Context: an optimization exercise on an open-source flow, tuned for small area and few clock cycles per item. The choices shown serve that exercise and are no tape-out recipe.
In this exercise RTL edits were held to simulation tests only and were not proved equivalent to the original.
Power is estimated from default activity; no workload was simulated.

== rev 12 ==
==> flow/design.v <==
package mmio_csr_pkg;
    typedef logic [16-1:0] csr_len_t;
    typedef logic [15:0] done_cnt_t;
    typedef struct packed {
        logic [24-1:0] src;
        logic [24-1:0] dst;
        csr_len_t                    len;
    } desc_view_t;
    typedef struct packed {
        logic [64-3:0] rsvd;
        logic                   clr;
        logic                   start;
    } ctrl_view_t;
    typedef union packed {
        desc_view_t desc;
        ctrl_view_t ctrl;
    } csr_word_u;
endpackage
package mem_chan_pkg;
    typedef logic [64-1:0] mem_word_t;
    typedef logic [24-1:0] host_addr_t;
    typedef logic [24-1:0] lmem_addr_t;
    typedef logic [$clog2(3):0] slot_cnt_t;
endpackage
`timescale 1ns/100ps
module asp_top (
    input  logic                          pclk,
    input  logic                          rst,
    input  logic [8-1:0]    paddr,
    input  logic                          psel,
    input  logic                          penable,
    input  logic                          pwrite,
    input  logic [64-1:0]        pwdata,
    output logic [64-1:0]        prdata,
    output logic                          pready,
    output logic                          pslverr,
    output mem_chan_pkg::host_addr_t      host_address,
    output logic                          host_read,
    input  logic                          host_waitrequest,
    input  mem_chan_pkg::mem_word_t       host_readdata,
    input  logic                          host_readdatavalid,
    output mem_chan_pkg::lmem_addr_t      lmem_address,
    output logic                          lmem_write,
    output mem_chan_pkg::mem_word_t       lmem_writedata,
    input  logic                          lmem_waitrequest,
    output logic                          job_done
);
    localparam int D   = 3;    
    localparam int CW  = $clog2(D + 1);
    logic [23:0] desc_src;
    logic [23:0] desc_dst;
    logic [15:0] desc_len;
    logic        desc_ok;      
    logic        busy;
    logic        error;
    logic [15:0] done_cnt;
    logic [23:0] rd_addr;
    logic [15:0] rd_left;
    logic [23:0] wr_addr;
    logic [CW-1:0] pend;       
    logic [CW-1:0] held;       
    logic [D-1:0]  wp;         
    logic [D-1:0]  rp;         
    logic [63:0] buf_q [D];
    logic access, hit_desc, hit_ctrl, hit_status;
    logic wr_desc, wr_ctrl, start, clr;
    assign access     = psel && penable;
    assign hit_desc   = (paddr == 8'h00);
    assign hit_ctrl   = (paddr == 8'h08);
    assign hit_status = (paddr == 8'h10);
    assign wr_desc    = access && pwrite && hit_desc;
    assign wr_ctrl    = access && pwrite && hit_ctrl;
    assign clr        = wr_ctrl && pwdata[1];
    assign start      = wr_ctrl && pwdata[0] && !busy && desc_ok && (desc_len != 16'd0);
    assign pready  = access;
    assign pslverr = access && (!(hit_desc || hit_ctrl || hit_status) || (pwrite && hit_status));
    always_comb begin
        prdata = '0;
        if (hit_desc && desc_ok) prdata = {desc_src, desc_dst, desc_len};
        else if (hit_status)     prdata = {32'b0, done_cnt, 14'b0, error, busy};
    end
    logic held_any, wr_acc, rd_acc, push, pop, last;
    assign held_any       = (held != '0);
    assign lmem_write     = busy && (held_any || host_readdatavalid);
    always_comb begin
        lmem_writedata = held_any ? 64'd0 : host_readdata;
        for (int i = 0; i < D; i++)
            if (held_any && rp[i]) lmem_writedata = lmem_writedata | buf_q[i];
    end
    assign lmem_address   = wr_addr;
    assign wr_acc         = lmem_write && !lmem_waitrequest;
    assign push           = busy && host_readdatavalid && (held_any || lmem_waitrequest);
    assign pop            = held_any && !lmem_waitrequest;
    assign last           = wr_acc && (rd_left == 16'd0) && (pend == CW'(1));
    assign host_read    = busy && (rd_left != 16'd0) && ((pend != CW'(D)) || wr_acc);
    assign host_address = rd_addr;
    assign rd_acc       = host_read && !host_waitrequest;
    always_ff @(posedge pclk) begin
        for (int i = 0; i < D; i++)
            if (push && wp[i]) buf_q[i] <= host_readdata;
    end
    always_ff @(posedge pclk) begin
        if (wr_desc) begin
            desc_src <= pwdata[63:40];
            desc_dst <= pwdata[39:16];
            desc_len <= pwdata[15:0];
        end
    end
    always_ff @(posedge pclk) begin
        if (start) begin
            rd_addr <= desc_src;
            rd_left <= desc_len;
            wr_addr <= desc_dst;
        end else begin
            if (rd_acc) begin
                rd_addr <= rd_addr + 1'b1;
                rd_left <= rd_left - 1'b1;
            end
            if (wr_acc) wr_addr <= wr_addr + 1'b1;
        end
    end
    always_ff @(posedge pclk) begin
        if (rst) begin
            desc_ok  <= 1'b0;
            busy     <= 1'b0;
            error    <= 1'b0;
            done_cnt <= '0;
            job_done <= 1'b0;
            pend     <= '0;
            held     <= '0;
            wp       <= D'(1);
            rp       <= D'(1);
        end else begin
            job_done <= last;
            if (wr_desc) desc_ok <= 1'b1;
            if (last) begin
                busy     <= 1'b0;
                done_cnt <= done_cnt + 1'b1;
            end
            if (clr) begin
                error    <= 1'b0;
                done_cnt <= '0;
            end
            if (start)                     busy  <= 1'b1;
            else if (wr_ctrl && pwdata[0]) error <= 1'b1;
            pend <= pend + CW'(rd_acc) - CW'(wr_acc);
            held <= held + CW'(push) - CW'(pop);
            if (push) wp <= {wp[D-2:0], wp[D-1]};
            if (pop)  rp <= {rp[D-2:0], rp[D-1]};
        end
    end
endmodule
export LEC_CHECK = 0
export CAP_MARGIN = 20
export CORE_MARGIN = 2
export CORE_UTILIZATION = 40
export SLEW_MARGIN = 20
create_clock -name core_clock -period 5.0 [get_ports {pclk}]
standard.sh (not shown) runs the stock make flow with config.mk's settings and CLKGATE_MAP_FILE= SYNTH_SCRIPT=/design/flow/synth_recipe.tcl, a recipe that flattens the netlist after the stock synthesis.
==> flow/flow/run.sh <==
#!/bin/bash
# Standard ORFS layout with two changes to how it is built:
#  - each port gets a sky130 buf_1 as its port buffer instead of the
#    default delay-cell buffer
#  - the clock tree is built from small clock buffers without dummy loads
set -euo pipefail
export BUFFER_PORTS_ARGS="-buffer_cell sky130_fd_sc_hd__buf_1"
export CTS_ARGS="-sink_clustering_enable -repair_clock_nets -dont_use_dummy_load -buf_list {sky130_fd_sc_hd__clkbuf_8} -sink_clustering_size 15 -sink_clustering_max_diameter 50"
bash standard.sh finish > standard_flow.log 2>&1
Rev 12 completed every stage of the flow, and the final layout passed the timing, DRC and antenna checks.
Testbench counts of rev 12, summed over its fixed seeds: cycles 21,085, words 10,274.
Input-level comparison between rev 13 and rev 12:
--- a/flow/design.v
+++ b/flow/design.v
@@ -111,13 +111,11 @@
             rd_addr <= desc_src;
             rd_left <= desc_len;
             wr_addr <= desc_dst;
         end else begin
-            if (rd_acc) begin
-                rd_addr <= rd_addr + 1'b1;
-                rd_left <= rd_left - 1'b1;
-            end
-            if (wr_acc) wr_addr <= wr_addr + 1'b1;
+            rd_addr <= rd_addr + 24'(rd_acc);
+            rd_left <= rd_left - 16'(rd_acc);
+            wr_addr <= wr_addr + 24'(wr_acc);
         end
     end
     always_ff @(posedge pclk) begin
         if (rst) begin
Results
Having completed the whole flow, rev 13 delivered a layout that passed the timing, DRC and antenna checks. Buffer share of cell area of rev 12 is on par with rev 13. Taking rev 12 as the reference, in rev 13 worst IR drop on VDD down 12%, number of antenna violations at the first check in global routing lower, count of distinct cell types in the synthesized netlist went up. The last element of the critical path comes out prdata[18] in one run and prdata[26] in the other, namely in rev 12 and rev 13 respectively. From rev 12 to rev 13, flip-flop and latch count did not move at all. Simple logic cell fraction of the synthesized area: higher on rev 13. Against rev 12, rev 13 comes in 0.40 points higher on core utilization. Sequential share of power was higher in rev 13 than in rev 12. Taking rev 12 as the reference, in rev 13 total power fell by 0.00014 W; share of the cycle needed by the critical path after routing increased 4.5 points; data arrival time at the worst-slack endpoint now larger.
Testbench counts of rev 13, summed over its fixed seeds: cycles 21,085, words 10,274.

## what the ideal ports hide
Ports are ideal in the flow. The routed layouts listed here were re-timed in OpenROAD.
Step 1 (the two cells are an assumption about what drives the block):
set clk [get_ports {pclk}]
set_driving_cell -lib_cell sky130_fd_sc_hd__clkbuf_16 $clk
set_driving_cell -lib_cell sky130_fd_sc_hd__buf_2 [delete_from_list [all_inputs] $clk]
Step 2 adds t to the input delays and takes it off the output delays; t is the mean of the earliest and latest rising clock arrival at the registers after step 1. Input paths then give back, and output paths get back, about the clock's delay inside the block.
a / b / c = no drivers / after step 1 / after step 2; a / b = the first two.
run | t, ns | setup WS [ns] | cell pins on the clock port's net
rev 12 | 0.629 | 0.997 / 0.975 / 0.975 | 1
rev 13 | 0.582 | 0.772 / 0.752 / 0.657 | 1
After both steps setup and hold are still met in every run listed. For rev 13, which loses most, drivers alone change the setup slack by -0.020 ns; drivers and shift together by -0.115 ns.
